This design comes from an exercise in tuning for a short achievable clock period and few clock cycles on the open sky130 flow, not from production work. The RTL was checked by simulation tests, not by an equivalence proof against the original design. No activity file was given, so power comes from the tool's default toggle rates.

## run 1
## cpuTop
module cpuTop #(
	parameter isaPkg::word_t resetPc = '0
) (
	input wire clk,
	input wire rst,
	input wire isaPkg::word_t instr,
	output isaPkg::word_t instrAddr,
	output isaPkg::word_t dataAddr,
	output isaPkg::word_t dataWrData,
	output logic dataWrite,
	output logic dataRead,
	input wire isaPkg::word_t dataRdData
);
export LEC_CHECK = 0
export ABC_CLOCK_PERIOD_IN_PS = 2500
export CAP_MARGIN = 20
export CORE_MARGIN = 2
export CORE_UTILIZATION = 60
export SETUP_SLACK_MARGIN = 5
export SLEW_MARGIN = 20
export TNS_END_PERCENT = 100
create_clock -name core_clock -period 10.0 [get_ports {clk}]
standard.sh (not shown) runs the stock make flow with config.mk's settings and CLKGATE_MAP_FILE= SYNTH_SCRIPT=/design/flow/synth_recipe.tcl, a recipe that flattens the netlist after the stock synthesis.
==> flow/flow/run.sh <==
#!/bin/bash
# The standard ORFS layout, with these changes to how it is made:
# - adders are left to ABC (no full/half adder cell extraction, which builds
#   ripple chains); registers are mapped exactly as in the standard synthesis;
# - ports are still each given a buffer, but a plain buf_4 rather than the
#   delay-cell buffer buffer_ports picks by default.
set -euo pipefail
export BUFFER_PORTS_ARGS="-buffer_cell sky130_fd_sc_hd__buf_4"
bash standard.sh SETUP_SLACK_MARGIN=7 ADDER_MAP_FILE= finish > standard_flow.log 2>&1
The layout from run 1, despite a flow that completed every stage, fails the layout checks, with the failing checks listed as capacitance limit, slew limit.
Testbench counts of run 1, summed over its fixed seeds: cycles 107,086.
For run 2, these inputs were changed with respect to run 1:
# run 1
export LEC_CHECK = 0
export ABC_CLOCK_PERIOD_IN_PS = 2500
export CAP_MARGIN = 20
export CORE_MARGIN = 2
export CORE_UTILIZATION = 60
export SETUP_SLACK_MARGIN = 5
export SLEW_MARGIN = 20
export TNS_END_PERCENT = 100
create_clock -name core_clock -period 10.0 [get_ports {clk}]
# run 2
export LEC_CHECK = 0
export ABC_CLOCK_PERIOD_IN_PS = 2500
export CAP_MARGIN = 20
export CORE_MARGIN = 2
export CORE_UTILIZATION = 70
export SETUP_SLACK_MARGIN = 5
export SLEW_MARGIN = 20
export TNS_END_PERCENT = 100
create_clock -name core_clock -period 10.0 [get_ports {clk}]
==> comparison <==
- Tool error GRT-0232 stopped run 2 during 5_1_grt; no final results.
- As far as xor and xnor fraction of the mapped netlist area goes, run 2 and run 1 are indistinguishable; the numbers are identical.
- Die outline width: run 2 vs run 1 down 20 um
- Diff run 1..run 2 | synthesized cell count | unchanged
- Number of core rows (run 1 / run 2): 1.08
- Run 2 vs run 1 — instance area at placement dropped 0.34%.
Inputs modified between run 2 and run 3:
# run 2
export LEC_CHECK = 0
export ABC_CLOCK_PERIOD_IN_PS = 2500
export CAP_MARGIN = 20
export CORE_MARGIN = 2
export CORE_UTILIZATION = 70
export SETUP_SLACK_MARGIN = 5
export SLEW_MARGIN = 20
export TNS_END_PERCENT = 100
create_clock -name core_clock -period 10.0 [get_ports {clk}]
# run 3
export LEC_CHECK = 0
export ABC_CLOCK_PERIOD_IN_PS = 2500
export CAP_MARGIN = 20
export CORE_MARGIN = 2
export CORE_UTILIZATION = 50
export SETUP_SLACK_MARGIN = 5
export SLEW_MARGIN = 20
export TNS_END_PERCENT = 100
create_clock -name core_clock -period 10.0 [get_ports {clk}]
Results
Run 3 went all the way through synthesis, placement and routing and the layout is clean on timing, DRC and antenna.
Taking run 2 as the reference, in run 3 post-placement cell area up 460 um2; count of instances resized after the clock tree is built down 3.1%; adder-cell share of the synthesized area flat.
Row count ended up 17 higher on run 3 than on run 2.
Changes observed in run 3 relative to run 2: floorplan die height +18%; boundary pin count closely matched the old numbers.
Number of buffers on the longest clock path: run 3 vs run 2 identical
Run 3 reports a higher half-perimeter wire length of the detailed placement result than run 2 does.
Input-level comparison between run 4 and run 3:
# run 3
export LEC_CHECK = 0
export ABC_CLOCK_PERIOD_IN_PS = 2500
export CAP_MARGIN = 20
export CORE_MARGIN = 2
export CORE_UTILIZATION = 50
export SETUP_SLACK_MARGIN = 5
export SLEW_MARGIN = 20
export TNS_END_PERCENT = 100
create_clock -name core_clock -period 10.0 [get_ports {clk}]
# run 4
export LEC_CHECK = 0
export ABC_CLOCK_PERIOD_IN_PS = 2500
export CAP_MARGIN = 20
export CORE_MARGIN = 2
export CORE_UTILIZATION = 40
export SETUP_SLACK_MARGIN = 5
export SLEW_MARGIN = 20
export TNS_END_PERCENT = 100
create_clock -name core_clock -period 10.0 [get_ports {clk}]
Findings:
Across run 4 and run 3, none had a timing, DRC or antenna violation. Per the comparison of run 4 with run 3, stage delay of the slowest cell on the critical path +0.02 ns, sequential fraction of design power grew by 0.8 points, power now smaller, inserted tap cell count now larger, critical path required time flat. Source-to-sink clock delay at the later pin of the worst-skew pair on run 4 is up relative to run 3. Global-route usage (lower): run 4.

static timing again, ports no longer ideal:
The flow's constraints put no driver on any port. The routed layouts listed below were extracted and timed again, unchanged, in two steps. Step 1 (the two cells are an assumption about what drives the block):
set clk [get_ports {clk}]
set_driving_cell -lib_cell sky130_fd_sc_hd__clkbuf_16 $clk
set_driving_cell -lib_cell sky130_fd_sc_hd__buf_2 [delete_from_list [all_inputs] $clk]
Step 2 times the ports against the registers' clock, not the clock port: input delays grow and output delays shrink by t, the midpoint of the rising clock arrivals with the driver on. Slacks: ideal ports / drivers / drivers and shift; pairs: ideal ports / drivers.
| run | shift t [ns] | setup WS [ns] | latest minus earliest clock arrival (ns) | cell pins on the clock port's net |
|---|---|---|---|---|
| run 1 | 0.761 | 6.702 / 6.630 / 6.385 | 0.046 / 0.046 | 1 |
| run 3 | 0.766 | 6.683 / 6.612 / 6.342 | 0.036 / 0.036 | 1 |
| run 4 | 0.791 | 6.617 / 6.548 / 6.293 | 0.043 / 0.043 | 1 |
For run 3, which loses most, drivers alone change the setup slack by -0.071 ns; drivers and shift together by -0.341 ns.
